Background: an optimization exercise with open tools, aiming at small area, a short achievable clock period and few clock cycles per item. Do not read the settings as production practice.
Only simulation tests tie the RTL to the original design; equivalence was not proved.

===== flow/design.v =====
`timescale 1ns/10ps
module dft_twiddle_cmul (
    input  logic                          clk_i,
    input  logic                          rst_n_i,
    input  logic                          en_i,
    input  logic [2*16-1:0]    sample_i,
    input  logic [2*10-1:0]        twiddle_i,
    output logic [2*15-1:0]       product_o
);
    localparam int PROD_W = 16 + 10;
    logic signed [16-1:0] s_re;
    logic signed [16-1:0] s_im;
    logic signed [10-1:0]     t_re;
    logic signed [10-1:0]     t_im;
    logic signed [PROD_W-1:0] prod_rr;
    logic signed [PROD_W-1:0] prod_ii;
    logic signed [PROD_W-1:0] prod_ri;
    logic signed [PROD_W-1:0] prod_ir;
    logic signed [PROD_W:0]   acc_re;
    logic signed [PROD_W:0]   acc_im;
    logic signed [PROD_W:0]   shr_re;
    logic signed [PROD_W:0]   shr_im;
    assign s_re = sample_i[2*16-1:16];
    assign s_im = sample_i[16-1:0];
    assign t_re = twiddle_i[2*10-1:10];
    assign t_im = twiddle_i[10-1:0];
    assign prod_rr = s_re * t_re;
    assign prod_ii = s_im * t_im;
    assign prod_ri = s_re * t_im;
    assign prod_ir = s_im * t_re;
    assign acc_re = prod_rr - prod_ii;
    assign acc_im = prod_ri + prod_ir;
    assign shr_re = acc_re >>> 10;
    assign shr_im = acc_im >>> 10;
    always_ff @(posedge clk_i or negedge rst_n_i) begin
        if (!rst_n_i) begin
            product_o <= '0;
        end else if (en_i) begin
            product_o <= {shr_re[15-1:0], shr_im[15-1:0]};
        end
    end
endmodule
`timescale 1ns/10ps
module dft_group_scaler (
    input  logic                                    clk_i,
    input  logic                                    rst_n_i,
    input  logic                                    in_valid_i,
    input  logic [4*2*16-1:0]   in_group_i,
    input  logic [4*2*10-1:0]       twiddles_i,
    output logic                                    mid_valid_o,
    output logic [4*2*15-1:0]      mid_group_o
);
    localparam int CNT_W = $clog2(8);
    localparam logic [CNT_W-1:0] CNT_LAST = CNT_W'(8 - 1);
    localparam int SW = 2 * 16;
    localparam int TW = 2 * 10;
    localparam int MW = 2 * 15;
    logic [CNT_W-1:0]                   group_cnt_q;
    logic                               odd_group;
    logic                               odd_sel_q;
    logic                               tw_en;
    logic [4*MW-1:0]           tw_prod;
    logic [4*MW-1:0]           even_q;
    assign odd_group = group_cnt_q[0];
    assign tw_en     = in_valid_i & odd_group;
    always_ff @(posedge clk_i or negedge rst_n_i) begin
        if (!rst_n_i) begin
            group_cnt_q <= '0;
            odd_sel_q   <= 1'b0;
            mid_valid_o <= 1'b0;
        end else begin
            mid_valid_o <= in_valid_i;
            if (in_valid_i) begin
                odd_sel_q   <= odd_group;
                group_cnt_q <= (group_cnt_q == CNT_LAST) ? '0 : group_cnt_q + 1'b1;
            end
        end
    end
    for (genvar lane = 0; lane < 4; lane++) begin : g_lane
        logic signed [16-1:0] in_re;
        logic signed [16-1:0] in_im;
        logic signed [16-1:0] shr_re;
        logic signed [16-1:0] shr_im;
        dft_twiddle_cmul i_cmul (
            .clk_i     (clk_i),
            .rst_n_i   (rst_n_i),
            .en_i      (tw_en),
            .sample_i  (in_group_i[lane*SW +: SW]),
            .twiddle_i (twiddles_i[lane*TW +: TW]),
            .product_o (tw_prod[lane*MW +: MW])
        );
        assign in_re = in_group_i[lane*SW+16 +: 16];
        assign in_im = in_group_i[lane*SW +: 16];
        assign shr_re = in_re >>> 2;
        assign shr_im = in_im >>> 2;
        always_ff @(posedge clk_i) begin
            if (in_valid_i && !odd_group) begin
                even_q[lane*MW +: MW] <= {shr_re[15-1:0], shr_im[15-1:0]};
            end
        end
    end
    assign mid_group_o = odd_sel_q ? tw_prod : even_q;
endmodule
`timescale 1ns/10ps
module dft_butterfly (
    input  logic                                    clk_i,
    input  logic                                    rst_n_i,
    input  logic                                    mid_valid_i,
    input  logic [4*2*15-1:0]      mid_group_i,
    output logic                                    bf_valid_o,
    output logic [4*2*16-1:0]   bf_group_o
);
    localparam int PAIRS = 4 / 2;
    localparam int MW    = 2 * 15;
    localparam int SW    = 2 * 16;
    logic [PAIRS*SW-1:0] sum_c;
    logic [PAIRS*SW-1:0] diff_c;
    for (genvar p = 0; p < PAIRS; p++) begin : g_pair
        logic signed [16-1:0] a_re;
        logic signed [16-1:0] a_im;
        logic signed [16-1:0] b_re;
        logic signed [16-1:0] b_im;
        logic signed [15-1:0]    a_re_m;
        logic signed [15-1:0]    a_im_m;
        logic signed [15-1:0]    b_re_m;
        logic signed [15-1:0]    b_im_m;
        assign a_re_m = mid_group_i[p*MW+15 +: 15];
        assign a_im_m = mid_group_i[p*MW +: 15];
        assign b_re_m = mid_group_i[(p+PAIRS)*MW+15 +: 15];
        assign b_im_m = mid_group_i[(p+PAIRS)*MW +: 15];
        assign a_re = a_re_m;
        assign a_im = a_im_m;
        assign b_re = b_re_m;
        assign b_im = b_im_m;
        assign sum_c[p*SW +: SW]  = {a_re + b_re, a_im + b_im};
        assign diff_c[p*SW +: SW] = {a_re - b_re, a_im - b_im};
    end
    always_ff @(posedge clk_i or negedge rst_n_i) begin
        if (!rst_n_i) begin
            bf_valid_o <= 1'b0;
        end else begin
            bf_valid_o <= mid_valid_i;
        end
    end
    always_ff @(posedge clk_i) begin
        if (mid_valid_i) begin
            bf_group_o <= {sum_c[0*SW +: SW], sum_c[1*SW +: SW],
                           diff_c[0*SW +: SW], diff_c[1*SW +: SW]};
        end
    end
endmodule
`timescale 1ns/10ps
module dft_credit_buffer (
    input  logic                                    clk_i,
    input  logic                                    rst_n_i,
    input  logic                                    wr_valid_i,
    input  logic [4*2*16-1:0]   wr_group_i,
    input  logic                                    out_credit_i,
    output logic                                    out_valid_o,
    output logic [4*2*16-1:0]   out_group_o,
    output logic                                    in_credit_o
);
    localparam int DEPTH  = 4;
    localparam int PTR_W  = (DEPTH > 1) ? $clog2(DEPTH) : 1;
    localparam int FILL_W = $clog2(DEPTH + 1);
    localparam int CRED_W = $clog2(4 + 1);
    localparam int GW     = 4 * 2 * 16;
    localparam logic [PTR_W-1:0]  PTR_LAST  = PTR_W'(DEPTH - 1);
    localparam logic [FILL_W-1:0] FILL_MAX  = FILL_W'(DEPTH);
    localparam logic [CRED_W-1:0] CRED_INIT = CRED_W'(4);
    logic [GW-1:0] mem_q [DEPTH];
    logic [PTR_W-1:0]  wr_ptr_q;
    logic [PTR_W-1:0]  rd_ptr_q;
    logic [FILL_W-1:0] fill_q;
    logic [CRED_W-1:0] credit_cnt_q;
    logic              fifo_empty;
    logic              fifo_full;
    logic              pop;
    assign fifo_empty = (fill_q == '0);
    assign fifo_full  = (fill_q == FILL_MAX);
    assign pop         = !fifo_empty && (credit_cnt_q != '0);
    assign out_valid_o = pop;
    assign out_group_o = mem_q[rd_ptr_q];
    always_ff @(posedge clk_i) begin
        if (wr_valid_i) begin
            mem_q[wr_ptr_q] <= wr_group_i;
        end
    end
    always_ff @(posedge clk_i or negedge rst_n_i) begin
        if (!rst_n_i) begin
            wr_ptr_q     <= '0;
            rd_ptr_q     <= '0;
            fill_q       <= '0;
            credit_cnt_q <= CRED_INIT;
            in_credit_o  <= 1'b0;
        end else begin
            in_credit_o <= pop;
            if (wr_valid_i) begin
                wr_ptr_q <= (wr_ptr_q == PTR_LAST) ? '0 : wr_ptr_q + 1'b1;
            end
            if (pop) begin
                rd_ptr_q <= (rd_ptr_q == PTR_LAST) ? '0 : rd_ptr_q + 1'b1;
            end
            case ({wr_valid_i, pop})
                2'b10:   fill_q <= fill_q + 1'b1;
                2'b01:   fill_q <= fill_q - 1'b1;
                default: fill_q <= fill_q;
            endcase
            case ({out_credit_i, pop})
                2'b10:   credit_cnt_q <= credit_cnt_q + 1'b1;
                2'b01:   credit_cnt_q <= credit_cnt_q - 1'b1;
                default: credit_cnt_q <= credit_cnt_q;
            endcase
        end
    end
endmodule
`timescale 1ns/10ps
module dft_stage (
    input  logic          clk_i,
    input  logic          rst_n_i,
    input  logic          in_valid_i,
    input  logic [127:0]  in_group_i,
    input  logic [79:0]   twiddles_i,
    output logic          in_credit_o,
    output logic          out_valid_o,
    output logic [127:0]  out_group_o,
    input  logic          out_credit_i
);
    logic                                mid_valid;
    logic [4*2*15-1:0]  mid_group;
    logic                                bf_valid;
    logic [127:0]                        bf_group;
    dft_group_scaler i_scaler (
        .clk_i       (clk_i),
        .rst_n_i     (rst_n_i),
        .in_valid_i  (in_valid_i),
        .in_group_i  (in_group_i),
        .twiddles_i  (twiddles_i),
        .mid_valid_o (mid_valid),
        .mid_group_o (mid_group)
    );
    dft_butterfly i_butterfly (
        .clk_i       (clk_i),
        .rst_n_i     (rst_n_i),
        .mid_valid_i (mid_valid),
        .mid_group_i (mid_group),
        .bf_valid_o  (bf_valid),
        .bf_group_o  (bf_group)
    );
    dft_credit_buffer i_buffer (
        .clk_i        (clk_i),
        .rst_n_i      (rst_n_i),
        .wr_valid_i   (bf_valid),
        .wr_group_i   (bf_group),
        .out_credit_i (out_credit_i),
        .out_valid_o  (out_valid_o),
        .out_group_o  (out_group_o),
        .in_credit_o  (in_credit_o)
    );
endmodule

===== flow/run.sh =====
#!/bin/bash
# synth_recipe.tcl (not shown) runs the flow's synth.tcl, then flattens the netlist and writes it again
# the make line also repeats each setting of config.mk as NAME=value (left out here)
make -C /OpenROAD-flow-scripts/flow DESIGN_CONFIG=/design/flow/config.mk WORK_HOME=/design/flow/orfs CLKGATE_MAP_FILE= SYNTH_SCRIPT=/design/flow/synth_recipe.tcl finish

===== flow/config.mk =====
export PLATFORM = sky130hd
export DESIGN_NAME = dft_stage
export DESIGN_NICKNAME = dft_stage
export VERILOG_FILES = /design/flow/design.v
export SDC_FILE = /design/flow/constraint.sdc
export NUM_CORES = 4
export LEC_CHECK = 0
export CAP_MARGIN = 20
export CORE_MARGIN = 2
export CORE_UTILIZATION = 40
export SLEW_MARGIN = 20

===== flow/constraint.sdc =====
create_clock -name core_clock -period 10.0 [get_ports {clk_i}]
set_input_delay 2.0000 -clock core_clock [delete_from_list [all_inputs] [get_ports {clk_i}]]
set_output_delay 2.0000 -clock core_clock [all_outputs]
set_load 0.01 [all_outputs]

==> impl_metrics.env <==
export IMPL_clockBufferDepth=3
export IMPL_clock_latency_ps=770
export IMPL_synth_edff_count=732
export IMPL_skew_ps=101
export IMPL_syn_area_um2=126000
export IMPL_async_flop_share_pct=15.8
export IMPL_r2r_setup_slack_ps=5160
export IMPL_cp_max_fo=14
export IMPL_routed_wl_um=331000
export IMPL_dp_worst_setup_slack_ps=518
export IMPL_reg2reg_to="i_butterfly.bf_group_o[46]$_DFFE_PP_"
export IMPL_hold_path_class="reg2reg"
export IMPL_slowest_stage="clkdlybuf4s50_1"
export IMPL_drcViolationCount=0
export IMPL_finalHoldViolCount=0
export IMPL_synth_top_family_by_area="adder cells"
export IMPL_end_kind="flip-flop"
export IMPL_synth_seq_cells=869
export IMPL_dp_hpwl_um=269000
export IMPL_cts_sinks=869
export IMPL_synth_avg_cell_area_um2=10.4
export IMPL_path_delay_family="adder cells"
export IMPL_grt_pass1_wl_um=525000
export IMPL_timing_rr_start="i_scaler.odd_sel_q$_DFFE_PN0P_"
export IMPL_place_congestion=0.878
export IMPL_synth_mux_area_share_pct=3.23
export IMPL_yosysWarnings=4
export IMPL_ys_seq_area_share_pct=20.1
export IMPL_synth_xor_area_share_pct=2.65
export IMPL_slew_violations=0
export IMPL_vias=80600
export IMPL_grt_overflow=0
export IMPL_numCtsBuffers=100
export IMPL_viasPerCell=4.85
export IMPL_nFillCells=29900
export IMPL_clockRootBuffer="clkbuf_16"
export IMPL_crit_chain="clkdlybuf4s50_1, buf_4, and2_1, fa_1, inv_1, fa_1, inv_1, fa_1, fa_1, fa_1, fa_1, inv_1, fa_1, inv_1, ha_1, a21o_1, a221oi_2, o211a_1, o31ai_2, o41ai_4, o211ai_2, a21oi_1, xnor2_1, o21ai_1"
export IMPL_crit_type="in2reg"
export IMPL_tritoncts="yes"
export IMPL_tns_ps=0
export IMPL_rsz0062_at_grt="no"
export IMPL_grt_max_degree=83
export IMPL_dpl_cell_area_um2=136000
export IMPL_worstHoldPathCells=0
export IMPL_synth_most_common_cell="inv_1"
export IMPL_cts_setup_buffers=0
export IMPL_clock_fmax_ghz=0.113
export IMPL_dr_pass1_iters=5
export IMPL_start_kind="primary input"
export IMPL_drive_gt1_share_pct=6.16
export IMPL_synth_top_area_share_pct=39.9
export IMPL_cp_required_ps=10530
export IMPL_rows=206
export IMPL_placeableCoreArea_um2=315000
export IMPL_r2r_cells=13
export IMPL_port_buffers=341
export IMPL_netlist_instances=12100
export IMPL_antenna_found_initial=19
export IMPL_synth_compound_area_share_pct=2.77
export IMPL_fin_nets=16000
export IMPL_ios=342
export IMPL_synth_simple_area_share_pct=12.1
export IMPL_dr_first_iter_drc_count=4408
export IMPL_start_util_pct=40.1
export IMPL_cts_max_level=3
export IMPL_synth_largest_area_cell="fa_1"
export IMPL_synth_fa_ha_area_share_pct=48.3
export IMPL_grt_pass1_vias=87800
export IMPL_min_period_ps=8850
export IMPL_die_x_um=566
export IMPL_synth_cell_types=79
export IMPL_relSlewSlack_pct=28.1
export IMPL_stdcell_area_um2=139000
export IMPL_postRouteAntennaNets=0
export IMPL_grtUsageTotal_pct=21.4
export IMPL_hold_path_endpoint="i_buffer.mem_q[3][62]$_DFFE_PP_"
export IMPL_path_clk_slew_ps=60
export IMPL_worst_path_buf_inv=6
export IMPL_netlist_top_cells_count="3077 x inv_1, 2518 x fa_1, 1384 x nand2_1"
export IMPL_finalCritPeriodShare_pct=88.5
export IMPL_slowest_delay_ps=900
export IMPL_ctsHoldBuffers=0
export IMPL_syn_nets=15700
export IMPL_synth_flop_cell="edfxtp_1"
export IMPL_area_growth_pct=10.3
export IMPL_min_from="i_butterfly.bf_group_o[62]$_DFFE_PP_"
export IMPL_die_area_um2=320000
export IMPL_crit_arrival_ps=9380
export IMPL_path_common_cell="fa_1"
export IMPL_die_h_um=566
export IMPL_status="complete, no violations"
export IMPL_cts_resized=0
export IMPL_setup_viol=0
export IMPL_synth_area_leaders="fa_1 40%, edfxtp_1 17%, inv_1 9.1%"
export IMPL_drt_wirelength_per_cell_um=19.9
export IMPL_tightest_slew_ps=1080
export IMPL_maxCapViolCount=0
export IMPL_worst_slack_ps=1150
export IMPL_hold_slack_ps=453
==> placed cells by master (no fill, tap or decap), types with 136 or more instances in the layout <==
cell type	netlist	final
nand2_1	1384	1383
nor2_1	189	189
edfxtp_1	732	732
buf_4	4	369
xnor2_1	280	280
clkdlybuf4s50_1	0	340
and2_1	1111	1107
inv_1	3077	3077
ha_1	845	845
o21ai_0	136	136
fa_1	2518	2518
==> per-layer routing <==
| layer | vias up | track usage, % | wire, um |
|---|---|---|---|
| met5 | - | 0 | 143 |
| met4 | 22 | 6.51 | 11600 |
| met3 | 391 | 2.12 | 13200 |
| met2 | 1666 | 37.2 | 165000 |
| met1 | 42100 | 28.2 | 141000 |
| li1 | 36400 | - | - |
==> stage by stage <==
step	std cells	utilization [%]
after floorplan	12100	-
after global placement	16400	43.2
after detailed placement	16400	43.2
after CTS	16600	44.3
after global routing	16600	44.3
final	16600	44.3
==> worst max-delay path by stage <==
stage / startpoint / endpoint / slack [ps] / cells after the start
2_1_floorplan: in_group_i[79] / i_scaler.g_lane[2].i_cmul.product_o[27]$_DFFE_PN0P_ / 1480 / 25
3_3_place_gp: in_group_i[25] / i_scaler.g_lane[0].i_cmul.product_o[14]$_DFFE_PN0P_ / 550 / 25
3_5_place_dp: in_group_i[119] / i_scaler.g_lane[3].i_cmul.product_o[28]$_DFFE_PN0P_ / 520 / 23
4_1_cts: twiddles_i[16] / i_scaler.g_lane[0].i_cmul.product_o[14]$_DFFE_PN0P_ / 1250 / 24
5_1_grt: twiddles_i[16] / i_scaler.g_lane[0].i_cmul.product_o[29]$_DFFE_PN0P_ / 800 / 23
6_report: twiddles_i[16] / i_scaler.g_lane[0].i_cmul.product_o[14]$_DFFE_PN0P_ / 1150 / 24
==> area by class of cell <==
type                            count  area [um^2]  area share (%)
Clock buffer                      116         2600            1.87
Multi-Input combinational cell   7609        87200            62.6
Antenna cell                        9         22.5          0.0162
Clock inverter                     72          925           0.664
Inverter                         3079        11600            8.29
Tap cell                         4160         5200            3.74
Timing Repair Buffer              723         6450            4.63
Sequential cell                   869        25400            18.2
==> state kept, by name, summed over array words and instances (netlist names) <==
signal,flops
i_buffer.credit_cnt_q,3
i_buffer.fill_q,3
i_buffer.in_credit_o,1
i_buffer.mem_q,496
i_buffer.rd_ptr_q,2
i_buffer.wr_ptr_q,2
i_butterfly.bf_group_o,124
i_butterfly.bf_valid_o,1
i_scaler.even_q,112
i_scaler.g_lane.i_cmul.product_o,120
i_scaler.group_cnt_q,3
i_scaler.mid_valid_o,1
i_scaler.odd_sel_q,1
==> cell families after synthesis <==
group,after synthesis
multiplexers,245
flip-flops,869
buffers and inverters,3669
AO/OA/AOI/OAI,546
XOR/XNOR,382
AND/OR/NAND/NOR,3073
adder cells (fa/ha/maj),3363
Testbench counts, summed over its fixed seeds: cycles 2,576, items 2,048.

## separate check: timing with driven ports
How much do the figures lean on ideal ports? The routed layout below was timed once more, with nothing changed but the port constraints.
Step 1: set_driving_cell puts a clkbuf_16 on clk_i and a buf_2 on each other input, an assumption about the parent block.
Step 2, shift: input delay + t, output delay - t, t = (earliest + latest rising clock arrival at the registers) / 2. This alone moves slack from input paths to output paths.
a / b / c = ideal / step 1 / step 2; a / b = the first two.
t, ns: 0.797
setup slack, ns: 1.149 / 1.181 / 0.383
slew at the worst register clock pin (ns): 0.08 / 0.08
worst data-port slew with drivers (ns): 0.12
After both steps setup and hold are still met in this run. For this run, drivers alone change the setup slack by +0.032 ns; drivers and shift together by -0.766 ns.
